From an optimization exercise on the open Yosys and OpenROAD flow, aimed at small area, a short achievable clock period and few clock cycles per item; shortcuts taken in it are not production practice. The RTL was checked by simulation tests, not by an equivalence proof against the original design.

Design hb_interp2, start of the top module:
module hb_interp2 #(
    parameter int unsigned DW   = 16,
    parameter int unsigned ACCW = 36
) (
    input  logic                 clk,
    input  logic                 reset,
    input  logic signed [DW-1:0] x_in,
    input  logic                 x_in_valid,
    output logic                 x_in_ready,
    output logic signed [DW-1:0] y_out,
    output logic                 y_out_valid
);
For scale: ~2100 cells after synthesis, ~37 I/O pins, ~21000 sq um of cells after synthesis.
==> flow/config.mk <==
export PLATFORM = sky130hd
export DESIGN_NAME = hb_interp2
export DESIGN_NICKNAME = hb_interp2
export VERILOG_FILES = /design/flow/design.v
export SDC_FILE = /design/flow/constraint.sdc
export NUM_CORES = 4
export LEC_CHECK = 0
export ABC_AREA = 1
export CAP_MARGIN = 20
export CORE_MARGIN = 2
export CORE_UTILIZATION = 65
export CTS_CLUSTER_DIAMETER = 100
export CTS_CLUSTER_SIZE = 30
export PLACE_DENSITY = 0.75
export SETUP_SLACK_MARGIN = 2.8
export SLEW_MARGIN = 20
==> flow/constraint.sdc <==
create_clock -name core_clock -period 6.0 [get_ports {clk}]
set_input_delay 1.2000 -clock core_clock [delete_from_list [all_inputs] [get_ports {clk}]]
set_output_delay 1.2000 -clock core_clock [all_outputs]
set_load 0.01 [all_outputs]
standard.sh (not shown) runs the stock make flow with config.mk's settings and CLKGATE_MAP_FILE= SYNTH_SCRIPT=/design/flow/synth_recipe.tcl, a recipe that flattens the netlist after the stock synthesis.
==> flow/flow/run.sh <==
#!/bin/bash
# Standard ORFS flow, with one netlist clean-up between synthesis and floorplan:
# flow/fapol.py removes inverters around full-adder cells (logic unchanged).
set -euo pipefail
R=orfs/results/sky130hd/hb_interp2/base
bash standard.sh synth > synth.log 2>&1
cp $R/1_2_yosys.v $R/1_2_yosys.std.v
python3 flow/fapol.py $R/1_2_yosys.std.v $R/1_2_yosys.v > fapol.log 2>&1
touch $R/1_2_yosys.v
bash standard.sh finish > finish.log 2>&1
Other scripts of this flow, unchanged in this note and not shown: flow/flow/fapol.py
The first run went through all stages and came out clean.
Testbench counts at the start, summed over its fixed seeds: cycles 4,144, samples 2,048.
==> next run, changes <==
--- a/flow/flow/run.sh
+++ b/flow/flow/run.sh
@@ -9,2 +9,2 @@
 touch $R/1_2_yosys.v
-bash standard.sh finish > finish.log 2>&1
+bash standard.sh "BUFFER_PORTS_ARGS=-buffer_cell sky130_fd_sc_hd__buf_2" finish > finish.log 2>&1
- ABC_AREA: 1 -> not set
Result: Critical path depth is higher by 5; worst hold slack is about the same; final cell count fell by 18%; routed wire length drops by 13%; worst setup slack gets worse by 0.082 ns; clock-buffer cell count decreases by 1; non-clock buffer count increases by 12; final area drops by 4.6%; global-route usage is lower by 3.0 points.
==> next run, changes <==
--- a/flow/flow/run.sh
+++ b/flow/flow/run.sh
@@ -9,2 +9,2 @@
 touch $R/1_2_yosys.v
-bash standard.sh "BUFFER_PORTS_ARGS=-buffer_cell sky130_fd_sc_hd__buf_2" finish > finish.log 2>&1
+bash standard.sh finish > finish.log 2>&1
- SETUP_SLACK_MARGIN: 2.8 -> 2.6
What happened: The changed run finished with timing, DRC and antenna clean. Critical path depth rises by 1. Sequential share of layout area barely changes. Count of clock-buffer cells in the layout increases by 1. Clock skew is higher by 0.011 ns. Die area is unchanged. First-iteration DRC count rises by 23%. Area after synthesis is unchanged.

========
run 1:
Starting RTL as in the previous note.
==> flow/design.v (excerpt) <==
module hb_interp2 #(
    parameter int unsigned DW   = 16,
    parameter int unsigned ACCW = 36
) (
    input  logic                 clk,
    input  logic                 reset,
    input  logic signed [DW-1:0] x_in,
    input  logic                 x_in_valid,
    output logic                 x_in_ready,
    output logic signed [DW-1:0] y_out,
    output logic                 y_out_valid
);
Settings: LEC_CHECK=0, CAP_MARGIN=20, CORE_MARGIN=2, CORE_UTILIZATION=75, CTS_CLUSTER_DIAMETER=100, CTS_CLUSTER_SIZE=30, PLACE_DENSITY=0.85, SETUP_SLACK_MARGIN=2.8, SLEW_MARGIN=20; clock period 6.0 ns.
==> flow/flow/run.sh <==
#!/bin/bash
# Standard ORFS flow, with one netlist clean-up between synthesis and floorplan:
# flow/fapol.py removes inverters around full-adder cells (logic unchanged).
set -euo pipefail
R=orfs/results/sky130hd/hb_interp2/base
bash standard.sh synth > synth.log 2>&1
cp $R/1_2_yosys.v $R/1_2_yosys.std.v
python3 flow/fapol.py $R/1_2_yosys.std.v $R/1_2_yosys.v > fapol.log 2>&1
touch $R/1_2_yosys.v
bash standard.sh "BUFFER_PORTS_ARGS=-buffer_cell sky130_fd_sc_hd__buf_2" finish > finish.log 2>&1
Other scripts of this flow, unchanged in this note and not shown: flow/flow/fapol.py
Run 1 finished all stages; the layout is clean.
Testbench counts of run 1, summed over its fixed seeds: cycles 4,144, samples 2,048.
Input-level comparison between run 2 and run 1:
--- a/flow/flow/run.sh
+++ b/flow/flow/run.sh
@@ -9,2 +9,2 @@
 touch $R/1_2_yosys.v
-bash standard.sh "BUFFER_PORTS_ARGS=-buffer_cell sky130_fd_sc_hd__buf_2" finish > finish.log 2>&1
+bash standard.sh finish > finish.log 2>&1
--- a/flow/config.mk
+++ b/flow/config.mk
@@ -9,7 +9,7 @@
 export CORE_MARGIN = 2
-export CORE_UTILIZATION = 75
+export CORE_UTILIZATION = 65
 export CTS_CLUSTER_DIAMETER = 100
 export CTS_CLUSTER_SIZE = 30
-export PLACE_DENSITY = 0.85
-export SETUP_SLACK_MARGIN = 2.8
+export PLACE_DENSITY = 0.75
+export SETUP_SLACK_MARGIN = 3.0
 export SLEW_MARGIN = 20
Results
Comparing run 2 and run 1, utilization of the core after routing is higher on run 1.
Going from run 1 to run 2, final area up 940 µm²; worst setup slack down 0.020 ns.
Count of inserted antenna diode cells: run 1 vs run 2 identical
Final period demand of the worst path came out higher on run 2 than on run 1.
In summary, run 2 completed successfully, with a layout that passed the timing, DRC and antenna checks.
The inputs of run 3 differ from those of run 2 as listed below.
--- a/flow/flow/run.sh
+++ b/flow/flow/run.sh
@@ -9,2 +9,2 @@
 touch $R/1_2_yosys.v
-bash standard.sh finish > finish.log 2>&1
+bash standard.sh "BUFFER_PORTS_ARGS=-buffer_cell sky130_fd_sc_hd__buf_2" finish > finish.log 2>&1
--- a/flow/config.mk
+++ b/flow/config.mk
@@ -9,7 +9,8 @@
 export CORE_MARGIN = 2
-export CORE_UTILIZATION = 65
+export CORE_UTILIZATION = 75
 export CTS_CLUSTER_DIAMETER = 100
 export CTS_CLUSTER_SIZE = 30
-export PLACE_DENSITY = 0.75
-export SETUP_SLACK_MARGIN = 3.0
+export GPL_ROUTABILITY_DRIVEN = 0
+export PLACE_DENSITY = 0.9
+export SETUP_SLACK_MARGIN = 2.8
 export SLEW_MARGIN = 20
Findings:
- Every run (run 3 and run 2) finished clean.
- Slowest cell on the critical path = sky130_fd_sc_hd__fa_1: run 2; slowest cell on the critical path = sky130_fd_sc_hd__dfrtp_1: run 3
- Relative to run 2, the number of well-tap cells placed of run 3 is lower by 60.
- Proportion of cell area occupied by registers ended up 1.4 points higher on run 3 than on run 2.
- Changes observed in run 3 relative to run 2: peak per-stage delay on the critical path shows an increase of 0.32 ns, final sequential cell count was more or less identical, instance count after placement with tap cells included decreased by about 3% relative to the old numbers.
Input changes introduced in run 4 (baseline for comparison: run 3):
--- a/flow/flow/run.sh
+++ b/flow/flow/run.sh
@@ -9,2 +9,2 @@
 touch $R/1_2_yosys.v
-bash standard.sh "BUFFER_PORTS_ARGS=-buffer_cell sky130_fd_sc_hd__buf_2" finish > finish.log 2>&1
+bash standard.sh finish > finish.log 2>&1
--- a/flow/config.mk
+++ b/flow/config.mk
@@ -9,8 +9,8 @@
 export CORE_MARGIN = 2
-export CORE_UTILIZATION = 75
+export CORE_UTILIZATION = 65
 export CTS_CLUSTER_DIAMETER = 100
 export CTS_CLUSTER_SIZE = 30
-export GPL_ROUTABILITY_DRIVEN = 0
-export PLACE_DENSITY = 0.9
+export PLACE_DENSITY = 0.75
 export SETUP_SLACK_MARGIN = 2.8
 export SLEW_MARGIN = 20
+export TNS_END_PERCENT = 10
## What came out
Run 4 reached the final stage; the timing, DRC and antenna checks on its layout passed.
| post-route antenna net violation count | run 3 vs run 4 | ≈ equal |
Summary of run 4 over run 3: growth of design area from synthesis to finish +0.89 points, share of the cycle needed by the critical path after routing roughly the same, count of placed standard cells including taps has increased, area of placed instances went up by 250 µm², proportion of cell area spent on the clock network flat.
Edits applied to the flow inputs when going from run 4 to run 5:
--- a/flow/config.mk
+++ b/flow/config.mk
@@ -9,8 +9,7 @@
 export CORE_MARGIN = 2
-export CORE_UTILIZATION = 65
+export CORE_UTILIZATION = 75
 export CTS_CLUSTER_DIAMETER = 100
 export CTS_CLUSTER_SIZE = 30
-export PLACE_DENSITY = 0.75
+export PLACE_DENSITY = 0.85
 export SETUP_SLACK_MARGIN = 2.8
 export SLEW_MARGIN = 20
-export TNS_END_PERCENT = 10
==> comparison <==
Run 5: PASS, flow complete, no timing, DRC or antenna violations
In run 5 the detailed-routed wire length on met2 turned out 98 µm higher than in run 4.
Run 4 leaves less setup margin than run 5.
In run 5, the post-CTS setup buffer count came out 4 below the value in run 4.
Summary of run 5 over run 4: clock-cell share of area stayed essentially flat; share of final layout cell area taken by non-clock buffers fell by 0.16 points; data required time at the worst endpoint rose by 0.03 ns; first-iteration DRC count rose by about 43%; met1 global-route usage rose by 3.8 points.
Run 4 ended up with zr[12] as its capture point of the worst path; run 5 ended up with zr[17].

-- port drivers added, routing unchanged --
The flow's constraints put no driver on any port. The routed layouts listed below were extracted and timed again, unchanged, in two steps.
Step 1 assumes that a clkbuf_16 drives the clock port and a buf_2 every other input.
Step 2, shift: input delay + t, output delay - t, t = (earliest + latest rising clock arrival at the registers) / 2. This alone moves slack from input paths to output paths.
Three values: ideal, step 1, step 2; two values: the first two.
run	t (ns)	slack for setup (ns)	hold slack, ns	latest minus earliest clock arrival (ns)	pins driven straight from the clock port
the first run of note 1	0.595	2.814 / 2.814 / 2.814	0.366 / 0.366 / 0.366	0.031 / 0.031	1
the second run of note 1	0.577	2.732 / 2.732 / 2.732	0.365 / 0.365 / 0.365	0.018 / 0.017	1
the third run of note 1	0.585	2.672 / 2.672 / 2.672	0.369 / 0.369 / 0.369	0.029 / 0.029	1
run 1	0.566	2.815 / 2.815 / 2.815	0.361 / 0.361 / 0.361	0.024 / 0.023	1
run 2	0.603	2.794 / 2.794 / 2.794	0.364 / 0.364 / 0.364	0.042 / 0.043	1
run 3	0.594	2.755 / 2.755 / 2.755	0.360 / 0.360 / 0.360	0.023 / 0.022	1
run 4	0.583	2.760 / 2.760 / 2.760	0.368 / 0.368 / 0.368	0.029 / 0.029	1
run 5	0.583	2.765 / 2.765 / 2.765	0.367 / 0.367 / 0.367	0.022 / 0.022	1
After both steps setup and hold are still met in every run listed.
